What follows belongs to an exercise in optimizing a design on an open flow for small area, a short achievable clock period and few clock cycles per item; a production flow would make more cautious choices.
Function was checked by simulation only, so behaviour that the tests miss may differ from the original.

===== design.v =====
package pc_pkg;
    localparam int X_W    = 16;
    localparam int P_W    = 2 * X_W;
    localparam int CORR_W = 32;
    localparam int FRAC_W = 30;
    localparam int QS_W   = FRAC_W + 2;
    localparam int CH_W   = 16;
    localparam int ITEM_DEPTH  = 2;
    localparam int RES_DEPTH   = 2;
    localparam int MAX_LEN_DEF = 32;
    typedef struct packed {
        logic [X_W-1:0] x;
        logic [X_W-1:0] y;
        logic [P_W-1:0] xx;
        logic [P_W-1:0] yy;
        logic [P_W-1:0] xy;
        logic           last;
    } t_item;
    localparam int ITEM_W = 2 * X_W + 3 * P_W + 1;
    localparam int RES_W  = CORR_W + 1;
    typedef struct packed {
        logic signed [CORR_W-1:0] correlation;
        logic                     degenerate;
    } t_result;
endpackage
module pc_fifo #(
    parameter int W     = 8,
    parameter int DEPTH = 2
) (
    input  logic         i_clk,
    input  logic         i_rst_n,
    input  logic         i_wr,
    input  logic [W-1:0] i_wdata,
    output logic         o_full,
    input  logic         i_rd,
    output logic         o_empty,
    output logic [W-1:0] o_rdata
);
    localparam int PTR_W = $clog2(DEPTH);
    localparam int CNT_W = $clog2(DEPTH + 1);
    logic [W-1:0]     r_mem [DEPTH];
    logic [PTR_W-1:0] r_wp;
    logic [PTR_W-1:0] r_rp;
    logic [CNT_W-1:0] r_cnt;
    logic [CNT_W-1:0] n_cnt;
    logic             w_wr;
    logic             w_rd;
    assign o_full  = (r_cnt == CNT_W'(DEPTH));
    assign o_empty = (r_cnt == '0);
    assign w_wr    = i_wr && !o_full;
    assign w_rd    = i_rd && !o_empty;
    assign o_rdata = r_mem[r_rp];
    always_comb begin
        case ({w_wr, w_rd})
            2'b10:   n_cnt = r_cnt + 1'b1;
            2'b01:   n_cnt = r_cnt - 1'b1;
            default: n_cnt = r_cnt;
        endcase
    end
    always_ff @(posedge i_clk) begin
        if (!i_rst_n) begin
            r_wp  <= '0;
            r_rp  <= '0;
            r_cnt <= '0;
        end else begin
            r_cnt <= n_cnt;
            if (w_wr) begin
                r_wp <= (r_wp == PTR_W'(DEPTH - 1)) ? '0 : r_wp + 1'b1;
            end
            if (w_rd) begin
                r_rp <= (r_rp == PTR_W'(DEPTH - 1)) ? '0 : r_rp + 1'b1;
            end
        end
    end
    always_ff @(posedge i_clk) begin
        if (w_wr) begin
            r_mem[r_wp] <= i_wdata;
        end
    end
endmodule
module pc_mult #(
    parameter int M_W = 42
) (
    input  logic             i_clk,
    input  logic             i_rst_n,
    input  logic             i_start,
    input  logic [M_W-1:0]   i_a,
    input  logic [M_W-1:0]   i_b,
    output logic             o_done,
    output logic [2*M_W-1:0] o_prod
);
    localparam int CH_W  = pc_pkg::CH_W;
    localparam int NCH   = (M_W + CH_W - 1) / CH_W;
    localparam int K_W   = $clog2(NCH);
    localparam int B_W   = NCH * CH_W;
    localparam int ACC_W = 2 * M_W;
    localparam int PP_W  = M_W + CH_W;
    logic             r_busy;
    logic             r_done;
    logic [K_W-1:0]   r_k;
    logic [M_W-1:0]   r_a;
    logic [B_W-1:0]   r_b;
    logic [ACC_W-1:0] r_acc;
    logic [PP_W-1:0]  w_pp;
    logic             w_last;
    assign w_pp   = r_a * r_b[CH_W-1:0];
    assign w_last = (r_k == K_W'(NCH - 1));
    always_ff @(posedge i_clk) begin
        if (!i_rst_n) begin
            r_busy <= 1'b0;
            r_done <= 1'b0;
            r_k    <= '0;
        end else begin
            r_done <= 1'b0;
            if (i_start) begin
                r_busy <= 1'b1;
                r_k    <= '0;
            end else if (r_busy) begin
                r_k <= r_k + 1'b1;
                if (w_last) begin
                    r_busy <= 1'b0;
                    r_done <= 1'b1;
                end
            end
        end
    end
    always_ff @(posedge i_clk) begin
        if (i_start) begin
            r_a   <= i_a;
            r_b   <= B_W'(i_b);
            r_acc <= '0;
        end else if (r_busy) begin
            r_acc <= r_acc + (ACC_W'(w_pp) << (CH_W * r_k));
            r_b   <= r_b >> CH_W;
        end
    end
    assign o_done = r_done;
    assign o_prod = r_acc;
endmodule
module pc_root #(
    parameter int V_W = 42
) (
    input  logic                    i_clk,
    input  logic                    i_rst_n,
    input  logic                    i_start,
    input  logic [2*V_W-1:0]        i_p,
    input  logic [2*V_W-1:0]        i_m2,
    output logic                    o_done,
    output logic [pc_pkg::QS_W-1:0] o_q
);
    localparam int QS_W = pc_pkg::QS_W;
    localparam int SH   = 2 * (QS_W - 1);
    localparam int R_W  = 2 * V_W + SH;
    localparam int C_W  = $clog2(QS_W);
    logic            r_busy;
    logic            r_phase;
    logic            r_done;
    logic [C_W-1:0]  r_cnt;
    logic [R_W-1:0]  r_r;
    logic [R_W-1:0]  r_a;
    logic [R_W-1:0]  r_b;
    logic [R_W:0]    r_t;
    logic [QS_W-1:0] r_q;
    logic [R_W+1:0]  w_diff;
    logic            w_ge;
    assign w_diff = {2'b00, r_r} - {1'b0, r_t};
    assign w_ge   = !w_diff[R_W+1];
    always_ff @(posedge i_clk) begin
        if (!i_rst_n) begin
            r_busy  <= 1'b0;
            r_phase <= 1'b0;
            r_done  <= 1'b0;
            r_cnt   <= '0;
        end else begin
            r_done <= 1'b0;
            if (i_start) begin
                r_busy  <= 1'b1;
                r_phase <= 1'b0;
                r_cnt   <= C_W'(QS_W - 1);
            end else if (r_busy) begin
                r_phase <= !r_phase;
                if (r_phase) begin
                    r_cnt <= r_cnt - 1'b1;
                    if (r_cnt == '0) begin
                        r_busy <= 1'b0;
                        r_done <= 1'b1;
                    end
                end
            end
        end
    end
    always_ff @(posedge i_clk) begin
        if (i_start) begin
            r_r <= R_W'(i_m2) << SH;
            r_b <= R_W'(i_p) << SH;
            r_a <= '0;
            r_q <= '0;
        end else if (r_busy) begin
            if (!r_phase) begin
                r_t <= {1'b0, r_a} + {1'b0, r_b};
            end else begin
                if (w_ge) begin
                    r_r <= w_diff[R_W-1:0];
                    r_a <= (r_a >> 1) + r_b;
                end else begin
                    r_a <= r_a >> 1;
                end
                r_b <= r_b >> 2;
                r_q <= {r_q[QS_W-2:0], w_ge};
            end
        end
    end
    assign o_done = r_done;
    assign o_q    = r_q;
endmodule
module pc_front (
    input  logic                    i_clk,
    input  logic                    i_rst_n,
    input  logic                    i_push,
    output logic                    o_full,
    input  logic [pc_pkg::X_W-1:0]  i_sample_x,
    input  logic [pc_pkg::X_W-1:0]  i_sample_y,
    input  logic                    i_last,
    input  logic                    i_pop,
    output logic                    o_empty,
    output pc_pkg::t_item           o_item
);
    pc_pkg::t_item w_wr_item;
    pc_pkg::t_item w_rd_item;
    always_comb begin
        w_wr_item.x    = i_sample_x;
        w_wr_item.y    = i_sample_y;
        w_wr_item.xx   = i_sample_x * i_sample_x;
        w_wr_item.yy   = i_sample_y * i_sample_y;
        w_wr_item.xy   = i_sample_x * i_sample_y;
        w_wr_item.last = i_last;
    end
    pc_fifo #(
        .W     (pc_pkg::ITEM_W),
        .DEPTH (pc_pkg::ITEM_DEPTH)
    ) u_item_q (
        .i_clk   (i_clk),
        .i_rst_n (i_rst_n),
        .i_wr    (i_push),
        .i_wdata (w_wr_item),
        .o_full  (o_full),
        .i_rd    (i_pop),
        .o_empty (o_empty),
        .o_rdata (w_rd_item)
    );
    assign o_item = w_rd_item;
endmodule
module pc_back #(
    parameter int MAX_LEN = pc_pkg::MAX_LEN_DEF
) (
    input  logic            i_clk,
    input  logic            i_rst_n,
    input  logic            i_empty,
    output logic            o_pop,
    input  pc_pkg::t_item   i_item,
    input  logic            i_res_full,
    output logic            o_res_wr,
    output pc_pkg::t_result o_res
);
    localparam int LOG_W  = $clog2(MAX_LEN);
    localparam int CNT_W  = $clog2(MAX_LEN + 1);
    localparam int S1_W   = pc_pkg::X_W + LOG_W;
    localparam int S2_W   = pc_pkg::P_W + LOG_W;
    localparam int V_W    = pc_pkg::P_W + 2 * LOG_W;
    localparam int QS_W   = pc_pkg::QS_W;
    localparam int CORR_W = pc_pkg::CORR_W;
    localparam logic [QS_W-1:0] ONE_Q = QS_W'(1) << pc_pkg::FRAC_W;
    localparam logic [2:0] ST_IDLE  = 3'd0;
    localparam logic [2:0] ST_MUL   = 3'd1;
    localparam logic [2:0] ST_WAIT  = 3'd2;
    localparam logic [2:0] ST_ROOT  = 3'd3;
    localparam logic [2:0] ST_RWAIT = 3'd4;
    localparam logic [2:0] ST_SIGN  = 3'd5;
    localparam logic [2:0] ST_OUT   = 3'd6;
    localparam logic [2:0] OP_NXX = 3'd0;
    localparam logic [2:0] OP_SXX = 3'd1;
    localparam logic [2:0] OP_NYY = 3'd2;
    localparam logic [2:0] OP_SYY = 3'd3;
    localparam logic [2:0] OP_NXY = 3'd4;
    localparam logic [2:0] OP_SXY = 3'd5;
    localparam logic [2:0] OP_VV  = 3'd6;
    localparam logic [2:0] OP_MM  = 3'd7;
    logic [2:0]       r_state;
    logic [2:0]       n_state;
    logic [2:0]       r_op;
    logic [2:0]       n_op;
    logic [CNT_W-1:0] r_cnt;
    logic [S1_W-1:0]  r_sx;
    logic [S1_W-1:0]  r_sy;
    logic [S2_W-1:0]  r_sxx;
    logic [S2_W-1:0]  r_syy;
    logic [S2_W-1:0]  r_sxy;
    logic [V_W-1:0]   r_t0;
    logic [V_W-1:0]   r_vx;
    logic [V_W-1:0]   r_vy;
    logic [V_W:0]     r_num;
    logic             r_neg;
    logic [V_W-1:0]   r_mag;
    logic [2*V_W-1:0] r_p;
    logic [2*V_W-1:0] r_m2;
    logic [QS_W-1:0]  r_qr;
    pc_pkg::t_result  r_res;
    logic [V_W-1:0]    w_mul_a;
    logic [V_W-1:0]    w_mul_b;
    logic              w_mul_start;
    logic              w_mul_done;
    logic [2*V_W-1:0]  w_prod;
    logic [V_W-1:0]    w_prod_lo;
    logic              w_root_start;
    logic              w_root_done;
    logic [QS_W-1:0]   w_q;
    logic [QS_W:0]     w_q1;
    logic [QS_W-1:0]   w_qc;
    logic [CORR_W-1:0] w_mag_c;
    logic [CORR_W-1:0] w_corr;
    logic [V_W:0]      w_num;
    logic [V_W:0]      w_abs;
    logic [V_W-1:0]    w_n;
    logic              w_add;
    logic              w_degen;
    assign w_n       = V_W'(r_cnt);
    assign w_add     = (r_cnt < CNT_W'(MAX_LEN));
    assign w_degen   = (r_vx == '0) || (r_vy == '0);
    assign w_prod_lo = w_prod[V_W-1:0];
    assign w_num     = {1'b0, r_t0} - {1'b0, w_prod_lo};
    assign w_abs     = r_num[V_W] ? ('0 - r_num) : r_num;
    assign w_q1      = {1'b0, w_q} + {{QS_W{1'b0}}, 1'b1};
    assign w_qc      = (r_qr > ONE_Q) ? ONE_Q : r_qr;
    assign w_mag_c   = CORR_W'(w_qc);
    assign w_corr    = r_neg ? ('0 - w_mag_c) : w_mag_c;
    always_comb begin
        w_mul_a = '0;
        w_mul_b = '0;
        unique case (r_op)
            OP_NXX: begin w_mul_a = w_n;              w_mul_b = V_W'(r_sxx); end
            OP_SXX: begin w_mul_a = V_W'(r_sx);       w_mul_b = V_W'(r_sx);  end
            OP_NYY: begin w_mul_a = w_n;              w_mul_b = V_W'(r_syy); end
            OP_SYY: begin w_mul_a = V_W'(r_sy);       w_mul_b = V_W'(r_sy);  end
            OP_NXY: begin w_mul_a = w_n;              w_mul_b = V_W'(r_sxy); end
            OP_SXY: begin w_mul_a = V_W'(r_sx);       w_mul_b = V_W'(r_sy);  end
            OP_VV:  begin w_mul_a = r_vx;             w_mul_b = r_vy;        end
            OP_MM:  begin w_mul_a = r_mag;            w_mul_b = r_mag;       end
        endcase
    end
    always_comb begin
        n_state      = r_state;
        n_op         = r_op;
        o_pop        = 1'b0;
        o_res_wr     = 1'b0;
        w_mul_start  = 1'b0;
        w_root_start = 1'b0;
        unique case (r_state)
            ST_IDLE: begin
                o_pop = !i_empty;
                if (!i_empty && i_item.last) begin
                    n_state = ST_MUL;
                    n_op    = OP_NXX;
                end
            end
            ST_MUL: begin
                if (r_op == OP_NXY && w_degen) begin
                    n_state = ST_OUT;
                end else begin
                    w_mul_start = 1'b1;
                    n_state     = ST_WAIT;
                end
            end
            ST_WAIT: begin
                if (w_mul_done) begin
                    if (r_op == OP_MM) begin
                        n_state = ST_ROOT;
                    end else begin
                        n_op    = r_op + 1'b1;
                        n_state = ST_MUL;
                    end
                end
            end
            ST_ROOT: begin
                w_root_start = 1'b1;
                n_state      = ST_RWAIT;
            end
            ST_RWAIT: begin
                if (w_root_done) begin
                    n_state = ST_SIGN;
                end
            end
            ST_SIGN: begin
                n_state = ST_OUT;
            end
            ST_OUT: begin
                o_res_wr = !i_res_full;
                if (!i_res_full) begin
                    n_state = ST_IDLE;
                end
            end
            default: begin
                n_state = ST_IDLE;
            end
        endcase
    end
    always_ff @(posedge i_clk) begin
        if (!i_rst_n) begin
            r_state <= ST_IDLE;
            r_op    <= OP_NXX;
            r_cnt   <= '0;
            r_sx    <= '0;
            r_sy    <= '0;
            r_sxx   <= '0;
            r_syy   <= '0;
            r_sxy   <= '0;
        end else begin
            r_state <= n_state;
            r_op    <= n_op;
            if (o_pop && w_add) begin
                r_cnt <= r_cnt + 1'b1;
                r_sx  <= r_sx + S1_W'(i_item.x);
                r_sy  <= r_sy + S1_W'(i_item.y);
                r_sxx <= r_sxx + S2_W'(i_item.xx);
                r_syy <= r_syy + S2_W'(i_item.yy);
                r_sxy <= r_sxy + S2_W'(i_item.xy);
            end
            if (o_res_wr) begin
                r_cnt <= '0;
                r_sx  <= '0;
                r_sy  <= '0;
                r_sxx <= '0;
                r_syy <= '0;
                r_sxy <= '0;
            end
        end
    end
    always_ff @(posedge i_clk) begin
        if (r_state == ST_WAIT && w_mul_done) begin
            case (r_op)
                OP_NXX, OP_NYY, OP_NXY: r_t0 <= w_prod_lo;
                OP_SXX: r_vx  <= r_t0 - w_prod_lo;
                OP_SYY: r_vy  <= r_t0 - w_prod_lo;
                OP_SXY: r_num <= w_num;
                OP_VV: begin
                    r_p   <= w_prod;
                    r_neg <= r_num[V_W];
                    r_mag <= w_abs[V_W-1:0];
                end
                OP_MM:  r_m2  <= w_prod;
            endcase
        end
        if (r_state == ST_RWAIT && w_root_done) begin
            r_qr <= w_q1[QS_W:1];
        end
        if (r_state == ST_MUL && r_op == OP_NXY && w_degen) begin
            r_res.correlation <= '0;
            r_res.degenerate  <= 1'b1;
        end
        if (r_state == ST_SIGN) begin
            r_res.correlation <= w_corr;
            r_res.degenerate  <= 1'b0;
        end
    end
    assign o_res = r_res;
    pc_mult #(
        .M_W (V_W)
    ) u_mult (
        .i_clk   (i_clk),
        .i_rst_n (i_rst_n),
        .i_start (w_mul_start),
        .i_a     (w_mul_a),
        .i_b     (w_mul_b),
        .o_done  (w_mul_done),
        .o_prod  (w_prod)
    );
    pc_root #(
        .V_W (V_W)
    ) u_root (
        .i_clk   (i_clk),
        .i_rst_n (i_rst_n),
        .i_start (w_root_start),
        .i_p     (r_p),
        .i_m2    (r_m2),
        .o_done  (w_root_done),
        .o_q     (w_q)
    );
endmodule
module pearson_correlation #(
    parameter int MAX_LEN = pc_pkg::MAX_LEN_DEF
) (
    input  logic                             i_clk,
    input  logic                             i_rst_n,
    input  logic                             push,
    output logic                             full,
    input  logic [pc_pkg::X_W-1:0]           i_sample_x,
    input  logic [pc_pkg::X_W-1:0]           i_sample_y,
    input  logic                             i_last,
    output logic                             empty,
    input  logic                             pop,
    output logic signed [pc_pkg::CORR_W-1:0] o_correlation,
    output logic                             o_degenerate
);
    pc_pkg::t_item   w_item;
    logic            w_item_empty;
    logic            w_item_pop;
    pc_pkg::t_result w_res;
    logic            w_res_wr;
    logic            w_res_full;
    pc_pkg::t_result w_res_head;
    pc_front u_front (
        .i_clk      (i_clk),
        .i_rst_n    (i_rst_n),
        .i_push     (push),
        .o_full     (full),
        .i_sample_x (i_sample_x),
        .i_sample_y (i_sample_y),
        .i_last     (i_last),
        .i_pop      (w_item_pop),
        .o_empty    (w_item_empty),
        .o_item     (w_item)
    );
    pc_back #(
        .MAX_LEN (MAX_LEN)
    ) u_back (
        .i_clk      (i_clk),
        .i_rst_n    (i_rst_n),
        .i_empty    (w_item_empty),
        .o_pop      (w_item_pop),
        .i_item     (w_item),
        .i_res_full (w_res_full),
        .o_res_wr   (w_res_wr),
        .o_res      (w_res)
    );
    pc_fifo #(
        .W     (pc_pkg::RES_W),
        .DEPTH (pc_pkg::RES_DEPTH)
    ) u_res_q (
        .i_clk   (i_clk),
        .i_rst_n (i_rst_n),
        .i_wr    (w_res_wr),
        .i_wdata (w_res),
        .o_full  (w_res_full),
        .i_rd    (pop),
        .o_empty (empty),
        .o_rdata (w_res_head)
    );
    assign o_correlation = w_res_head.correlation;
    assign o_degenerate  = w_res_head.degenerate;
endmodule

===== run.sh =====
#!/bin/bash
# synth_recipe.tcl (not shown) runs the flow's synth.tcl, then flattens the netlist and writes it again
# the make line also repeats each setting of config.mk as NAME=value (left out here)
make -C /OpenROAD-flow-scripts/flow DESIGN_CONFIG=/design/flow/config.mk WORK_HOME=/design/flow/orfs CLKGATE_MAP_FILE= SYNTH_SCRIPT=/design/flow/synth_recipe.tcl finish

===== config.mk =====
export PLATFORM = sky130hd
export DESIGN_NAME = pearson_correlation
export DESIGN_NICKNAME = pearson_correlation
export VERILOG_FILES = /design/flow/design.v
export SDC_FILE = /design/flow/constraint.sdc
export NUM_CORES = 4
export LEC_CHECK = 0
export CAP_MARGIN = 20
export CORE_MARGIN = 2
export CORE_UTILIZATION = 40
export SLEW_MARGIN = 20

===== constraint.sdc =====
create_clock -name core_clock -period 12.0 [get_ports {i_clk}]
set_input_delay 2.4000 -clock core_clock [delete_from_list [all_inputs] [get_ports {i_clk}]]
set_output_delay 2.4000 -clock core_clock [all_outputs]
set_load 0.01 [all_outputs]

==> summary.txt <==
* Initial antenna violation count at 18
* Util after Layout at between 40% and 50%
* Max transition margin at between 10% and 20%
* Crit path required time at around 13000 ps
* GR met1 Demand/Resource at a little under a third
* Final ANT Viol Nets at 0
* Setup Skew at 96.2 ps
* CP bufs+invs at 5
* YS warnings at 6
* Final Hold Vio Count at 0
* Slew Limit Fails at 0
* Gate Count Post-Synth at 16301
* Worst r2r src: u_back.u_mult.r_b[3]
* CP max-delay cell: edfxtp_1
* IO buf count at roughly 70
* Rows at 223
* Cell Area, Synth at 148000 um2
* Async S/R FF share, synth at 0%
* Post-synth cell types at a little under 100
* Critical path class: register to register
* Period Utilization, post-route at 94.7%
* Largest stage delay, worst path at 770 ps
* Worst-path clk slew at 70 ps
* Nets at 18232
* EDFF count, synth at around 1200
* Status: finished clean
* H-tree depth at 4
* Crit path capture type: register
* Post-synth top cells: nand2_1, inv_1, a21oi_1, edfxtp_1, ha_1
* Synthesized flop and latch total at around 1700
* Die extent in y at ~610 um
* Vias at approximately 120k
* Most frequent cell after synthesis: nand2_1
* Largest delay share family, worst path: compound AO/OA/AOI/OAI gates
* First drt pass iteration count at 14
* Yosys top cell by area: edfxtp_1
* Crit Reg-Reg Endpoint: u_back.u_mult.r_acc[82]
* Vias in the first global route at 114106
* CP dominant cell by count: fa_1
* Root Buffer: clkbuf_16
* Register area share after synthesis at 31.2%
* IO Count at 72
* Fill count at about 36000
* Max FO, Critical Path at 16
* Net Count, Synth at roughly 19000
* Unrepaired setup endpoints after global routing: no
* Setup WS pre-CTS at 582 ps
* Die area at around 380000 um2
* Routed wire length at 442 mm
* Share of layout cells above drive strength 1 at 5.12%
* GR Util All Layers at between 20% and 30%
* Area taken by multi-input logic gates at 92500 um2
* Top-area cell type share of the netlist area at 23.5%
* First-pass GRT wire length at 683 mm
* Hold slack at 443 ps
* Min-Delay Path Class: register to register
* Largest net degree at the start of global routing at 165
* FMAX at 0.0880 GHz
* Synthesis-to-layout area growth at 8.60%
* CP arrival at roughly 12000 ps
* R2R cell count at 40
* Grt met2 use at a little under two fifths
* Cts repair resizes at 0
* Reg2Reg Setup Slack at ~640 ps
* CP Launch Point: u_back.u_mult.r_b[3]
* Grt ovf at 0
* Startpoint Class: register
* Initial Util at 40.2%
* Final setup fails at 0
* Worst-margin pin slew at 1210 ps
* DR iter-0 viols at 9634
* Syn Area/Cell at 9.10 um2
* Core ar. at 369000 um2
* Post-layout min period at 11360 ps
* Met3 Use GR at approximately 2.6%
* Worst path depth at 40
* Fin Setup TNS at 0 ps
* Wirelength per Cell at around 21 um
* Clk buf depth at 4
* GP Congestion at around 0.95
* Setup WS post-layout at 642 ps
* GRT busiest layer: met2
* Register area at between 40000 and 50000 um2
* CP Capture Point: u_back.u_mult.r_acc[82]
* CTS tree: yes
* Drt drc at 0
* Max Cap Viol at 0
* Hpwl dp at ~340 mm
* Worst skew pair latency at 940 ps
* Die width at 613 um
* Clock sinks at 1733
* Synth top area cells: edfxtp_1, fa_1, ha_1
* Top_reg_cell synth: edfxtp_1
* Vias per cell at 5.50
* Num CTS Buffers at 200
## cell usage in the layout, fill, tap and decap left out, types with 31 or more instances in the layout
| master | count |
|---|---|
| nand2_1 | 2233 |
| inv_1 | 1787 |
| a21oi_1 | 1284 |
| edfxtp_1 | 1159 |
| ha_1 | 1135 |
| fa_1 | 1088 |
| nor2_1 | 956 |
| o21ai_0 | 712 |
| dfxtp_1 | 572 |
| xnor2_1 | 565 |
| and2_1 | 443 |
| a21o_1 | 434 |
| xor2_1 | 330 |
| nand4_1 | 255 |
| nand3_1 | 244 |
| clkbuf_16 | 206 |
| buf_4 | 190 |
| o21bai_1 | 183 |
| mux2_2 | 167 |
| mux2i_1 | 164 |
| nor3_1 | 155 |
| a211oi_1 | 149 |
| nor2b_1 | 110 |
| nand2b_1 | 104 |
| o21a_1 | 101 |
| a31oi_1 | 80 |
| a22oi_1 | 76 |
| o31ai_1 | 69 |
| clkdlybuf4s50_1 | 69 |
| or3_1 | 68 |
| and3_1 | 61 |
| o21ai_1 | 60 |
| nor4_1 | 57 |
| o211ai_1 | 53 |
| a21boi_0 | 50 |
| or2_2 | 45 |
| a222oi_1 | 44 |
| clkinv_2 | 31 |
## worst min path at each step
stage,cells after the start,end,startpoint,slack [ps]
global route,0,u_res_q.r_mem[0][26],u_back.r_res[26],450
global placement,0,u_res_q.r_mem[0][14],u_back.r_res[14],420
finish,2,u_back.u_root.r_b[57],u_back.u_root.r_b[59],440
floorplan,0,u_res_q.r_mem[0][10],u_back.r_res[10],420
detailed placement,0,u_res_q.r_mem[1][18],u_back.r_res[18],430
CTS,2,u_back.u_root.r_b[57],u_back.u_root.r_b[59],430
## layout make-up
type	instances	area share [%]
antenna	5	0.00776
timing repair buffer	271	1.43
sequential	1733	28.7
clock inverter	128	1.04
multi-input combinational	11966	57.4
tap	4950	3.84
inverter	1799	4.19
clock buffer	244	3.35
## repair_timing
| item | in CTS | in global routing |
|---|---|---|
| hold buffers | 0 | 0 |
| buffers inserted | 0 | 4 |
| endpoints found under the setup margin | 0 | 2 |
## per-layer routing
metal / up-vias / wire length (um)
met3: 691 / 25700
li1: 55125 / -
met2: 3346 / 202000
met5: - / 48
met4: 8 / 16900
met1: 56915 / 197000
## per-stage QoR
step	instances	cell area [um2]
2_1_floorplan	16301	148000
3_3_place_gp	20711	154000
3_5_place_dp	20711	154000
4_1_cts	21083	161000
5_1_grt	21092	161000
6_report	21096	161000
## cell families (layout without fill, tap and decap cells)
logic type	after synthesis	count (layout)	synth area share [%]
AOI/OAI and AO/OA	3656	3656	15.4
DFF	1733	1733	31.2
other	0	5	0
buffers and inverters	2602	2442	6.61
adders and majority gates	2224	2224	24.3
xor gates and xnor gates	895	895	5.28
and+or+nand+nor	4859	4859	14.9
muxes	332	332	2.39
## sequential cells by signal (all words and copies together) (netlist names), 43 cells and up, named ones only
name                    count
u_back.u_root.r_t         147
u_res_q.r_mem              66
u_back.r_m2                84
u_front.u_item_q.r_mem    250
u_back.r_num               43
u_back.r_p                 84
u_back.u_root.r_r         146
u_back.u_root.r_a         146
u_back.u_root.r_b         146
u_back.u_mult.r_acc        84
## worst reg2reg max path, delay by kind of cell (launching register included)
kind / cells / cell delay (ps)
multiplexers: 1 / 140
XOR/XNOR: 2 / 230
buffers and inverters: 5 / 560
adder cells (fa/ha/maj): 8 / 3750
AO/OA/AOI/OAI: 18 / 4890
flip-flops: 1 / 770
AND/OR/NAND/NOR: 6 / 910
Testbench counts, summed over its fixed seeds: cycles 40,391, vectors 320.

## separate check: timing with driven ports
In the flow no input, the clock included, has a driving cell. The finished layout below was timed again as built, in two steps. Step 1 sets driving cells, clkbuf_16 on the clock port and buf_2 on the other inputs (assumed; they add their load-dependent delay and slew). Step 2 adds t to the input delays and takes it off the output delays; t is the mean of the earliest and latest rising clock arrival at the registers after step 1. Input paths then give back, and output paths get back, about the clock's delay inside the block. Slacks: ideal ports / drivers / drivers and shift; pairs: ideal ports / drivers.
t (ns): 1.004
setup slack, ns: 0.642 / 0.642 / 0.642
worst hold slack (ns): 0.443 / 0.443 / 0.443
clock arrival spread, ns: 0.101 / 0.100
worst data-port slew with drivers (ns): 0.15
After both steps this run still meets setup and hold. For this run, drivers alone change the setup slack by 0.000 ns; drivers and shift together by 0.000 ns.
